This design comes from an exercise in tuning for small area, a short achievable clock period and few clock cycles per item on the open sky130 flow, not from production work.
In this exercise RTL edits were held to simulation tests only and were not proved equivalent to the original.
The clock port is modelled as an ideal driver, which makes a skipped or thinned clock tree look cheaper than it is; a real chip needs a root buffer or a tree.
Power and IR drop assume default switching activity.

// playfair_digraph_encryptor
module playfair_digraph_encryptor (
  input  logic        clk_i,
  input  logic        rst_ni,
  input  logic        psel,
  input  logic        penable,
  input  logic        pwrite,
  input  logic [4:0]  paddr,
  input  logic [31:0] pwdata,
  output logic [31:0] prdata,
  output logic        pready,
  input  logic        s_axis_tvalid,
  output logic        s_axis_tready,
  input  logic [7:0]  s_axis_tdata,    
  input  logic        s_axis_tlast,    
  output logic        m_axis_tvalid,
  input  logic        m_axis_tready,
  output logic [7:0]  m_axis_tdata,    
  output logic        m_axis_tlast     
);
  pfe_pkg::rows_t   rows;
  pfe_pkg::letter_t in_a;
  logic             s_accept;
  logic             hd_v_q, sk_v_q;
  pfe_pkg::letter_t hd_q, sk_q;
  logic             hd_last_q, sk_last_q;
  pfe_pkg::pos_t    pos_a, pos_x, p1, p2;
  logic             held_v_q;
  pfe_pkg::letter_t held_q;
  pfe_pkg::pos_t    held_pos_q;
  logic             buf_free, pop, split, pair, load, quad;
  pfe_cfg_regs u_regs (
    .clk_i   (clk_i),
    .rst_ni  (rst_ni),
    .psel    (psel),
    .penable (penable),
    .pwrite  (pwrite),
    .paddr   (paddr),
    .pwdata  (pwdata),
    .prdata  (prdata),
    .pready  (pready),
    .rows_o  (rows)
  );
  assign in_a          = (s_axis_tdata[4:0] == pfe_pkg::LETTER_J) ? pfe_pkg::LETTER_I
                                                                  : s_axis_tdata[4:0];
  assign s_axis_tready = ~sk_v_q;
  assign s_accept      = s_axis_tvalid & ~sk_v_q;
  always_ff @(posedge clk_i or negedge rst_ni) begin
    if (!rst_ni) begin
      hd_v_q <= 1'b0;
      sk_v_q <= 1'b0;
    end else begin
      if (pop || !hd_v_q) begin
        hd_v_q <= sk_v_q | s_accept;
        sk_v_q <= 1'b0;
      end else if (s_accept) begin
        sk_v_q <= 1'b1;
      end
    end
  end
  always_ff @(posedge clk_i) begin
    if (pop || !hd_v_q) begin
      if (sk_v_q) begin
        hd_q      <= sk_q;
        hd_last_q <= sk_last_q;
      end else begin
        hd_q      <= in_a;
  ...
Settings: LEC_CHECK=0, CAP_MARGIN=20, CORE_MARGIN=2, CORE_UTILIZATION=40, SLEW_MARGIN=20; clock period 11.0 ns.
standard.sh (not shown) runs the stock make flow with config.mk's settings and CLKGATE_MAP_FILE= SYNTH_SCRIPT=/design/flow/synth_recipe.tcl, a recipe that flattens the netlist after the stock synthesis.
==> flow/flow/run.sh <==
#!/bin/bash
set -euo pipefail
bash standard.sh SETUP_SLACK_MARGIN=7.5 finish > flow_make.log 2>&1
Testbench counts at the start, summed over its fixed seeds: cycles 10,430, items 9,600.
Then changed:
==> flow/flow/run.sh (replaced) <==
#!/bin/bash
set -euo pipefail
bash standard.sh "BUFFER_PORTS_ARGS=-buffer_cell sky130_fd_sc_hd__buf_4" \
  SETUP_SLACK_MARGIN=7.8 finish > flow_make.log 2>&1
Die area is unchanged.
Final cell count increases by 1.7%.
Synthesized area is unchanged.
Final area increases by 3.9%.

playfair_digraph_encryptor, a different RTL version from the one above (not shown whole).
Settings: LEC_CHECK=0, CAP_MARGIN=20, CORE_MARGIN=2, CORE_UTILIZATION=40, SLEW_MARGIN=20; clock period 11.0 ns.
==> flow/flow/run.sh <==
#!/bin/bash
set -euo pipefail
bash standard.sh "BUFFER_PORTS_ARGS=-buffer_cell sky130_fd_sc_hd__buf_1" \
  "PRE_CTS_TCL=$PWD/flow/mycts.tcl" \
  SETUP_SLACK_MARGIN=7.45 finish > flow_make.log 2>&1
Other scripts of this flow, unchanged in this note and not shown: flow/flow/mycts.tcl
The first run went through all stages and came out clean.
Testbench counts at the start, summed over its fixed seeds: cycles 10,430, items 9,600.
Next try:
--- a/flow/flow/run.sh
+++ b/flow/flow/run.sh
@@ -5 +5 @@
-  SETUP_SLACK_MARGIN=7.45 finish > flow_make.log 2>&1
+  SETUP_SLACK_MARGIN=7.8 finish > flow_make.log 2>&1
Synthesized area is unchanged. Sequential cell count is unchanged. Worst hold slack barely changes. Via count rose by 3.3%. Setup slack gets better by 290 ps. Critical path depth is unchanged. Sequential share of layout area came out lower by 1.9 points. Combinational power increases by 23%.
Next try:
==> flow/flow/run.sh (replaced) <==
#!/bin/bash
set -euo pipefail
bash standard.sh "BUFFER_PORTS_ARGS=-buffer_cell sky130_fd_sc_hd__buf_4" \
  "PRE_CTS_TCL=$PWD/flow/mycts.tcl" \
  SETUP_SLACK_MARGIN=7.8 finish > flow_make.log 2>&1
Outcome:
- The changed run ran to the end with no violations
- die area stays the same
- synthesized area stays the same
- utilization goes down by 0.10 points
- worst hold slack hardly moves
- flip-flop and latch count does not change
- total power goes down by 4.6%
- worst setup slack gains 32 ps
Next try:
- CORE_UTILIZATION: 40 -> 55
After rerunning:
- fmax fell by 0.64%
- power rose by 2.6%
- worst setup slack got worse by 20 ps
- wire length rose by 2.8%
- via count rose by 3.2%
- first-iteration DRC count rose by 19%
- cell area rose by 0.39%
In every run of this note, the design's own scripts or RTL, not TritonCTS, make the clock network.

Starting RTL as in the previous note.
export LEC_CHECK = 0
export CAP_MARGIN = 20
export CORE_MARGIN = 2
export CORE_UTILIZATION = 40
export SLEW_MARGIN = 20
create_clock -name core_clock -period 11.0 [get_ports {clk_i}]
==> flow/flow/run.sh <==
#!/bin/bash
set -euo pipefail
bash standard.sh "BUFFER_PORTS_ARGS=-buffer_cell sky130_fd_sc_hd__buf_1" \
  "PRE_CTS_TCL=$PWD/flow/mycts.tcl" \
  SETUP_SLACK_MARGIN=7.8 TNS_END_PERCENT=0 finish > flow_make.log 2>&1
Other scripts of this flow, unchanged in this note and not shown: flow/flow/mycts.tcl
The first run finished with timing, DRC and antenna clean.
Testbench counts at the start, summed over its fixed seeds: cycles 10,430, items 9,600.
==> next run, changes <==
==> flow/flow/run.sh (replaced) <==
#!/bin/bash
set -euo pipefail
bash standard.sh "BUFFER_PORTS_ARGS=-buffer_cell sky130_fd_sc_hd__buf_1" \
  "PRE_CTS_TCL=$PWD/flow/mycts.tcl" \
  SETUP_SLACK_MARGIN=7.6 finish > flow_make.log 2>&1
Effect: Critical path depth rises by 3; routed wire length falls by a few percent; total power falls by a few percent; first-iteration DRC count falls by roughly a tenth; clock skew rises by 0.0040 ns.
==> next run, changes <==
==> flow/flow/run.sh (replaced) <==
#!/bin/bash
set -euo pipefail
bash standard.sh "BUFFER_PORTS_ARGS=-buffer_cell sky130_fd_sc_hd__buf_1" \
  "PRE_CTS_TCL=$PWD/flow/mycts.tcl" \
  SETUP_SLACK_MARGIN=8.0 finish > flow_make.log 2>&1
Outcome: Cell area is higher by 15%; total power came out higher by 17%; die area is unchanged; register-to-register slack gets better by 0.19 ns; hold slack is about the same; global-route usage climbs by 3.9 points; wire length rises by 19%; synthesized cell count stays the same.
In every run of this note, the design's own scripts or RTL, not TritonCTS, make the clock network.

[afterwards: timing with drivers on the ports]
In the flow no input, the clock included, has a driving cell. The finished layouts below were timed again as built, in two steps.
Step 1: set_driving_cell puts a clkbuf_16 on clk_i and a buf_2 on each other input, an assumption about the parent block.
Step 2 adds t to the input delays and takes it off the output delays; t is the mean of the earliest and latest rising clock arrival at the registers after step 1. Input paths then give back, and output paths get back, about the clock's delay inside the block.
Three values: ideal, step 1, step 2; two values: the first two.
run	t, ns	slack for setup (ns)	worst hold slack (ns)	latest minus earliest clock arrival (ns)
the first run of note 1	0.564	7.541 / 7.530 / 7.000	0.472 / 0.472 / 0.472	0.024 / 0.024
the second run of note 1	0.567	7.741 / 7.690 / 7.211	0.469 / 0.469 / 0.469	0.035 / 0.035
the first run of note 2	0.408	7.521 / 7.608 / 7.200	0.480 / 0.480 / 0.480	0.028 / 0.028
the second run of note 2	0.405	7.814 / 7.792 / 7.496	0.478 / 0.478 / 0.478	0.036 / 0.037
the third run of note 2	0.394	7.846 / 7.785 / 7.530	0.479 / 0.479 / 0.479	0.023 / 0.024
the fourth run of note 2	0.403	7.825 / 7.719 / 7.520	0.474 / 0.474 / 0.474	0.021 / 0.021
the first run of note 3	0.408	7.804 / 7.694 / 7.471	0.473 / 0.473 / 0.473	0.024 / 0.024
the second run of note 3	0.406	7.733 / 7.647 / 7.413	0.482 / 0.482 / 0.482	0.029 / 0.030
the third run of note 3	0.412	7.889 / 7.814 / 7.553	0.481 / 0.481 / 0.481	0.018 / 0.018
After both steps setup and hold are still met in every run listed. The setup slack of the first run of note 1, which loses most, moves by -0.011 ns with the drivers and by -0.541 ns with both steps.
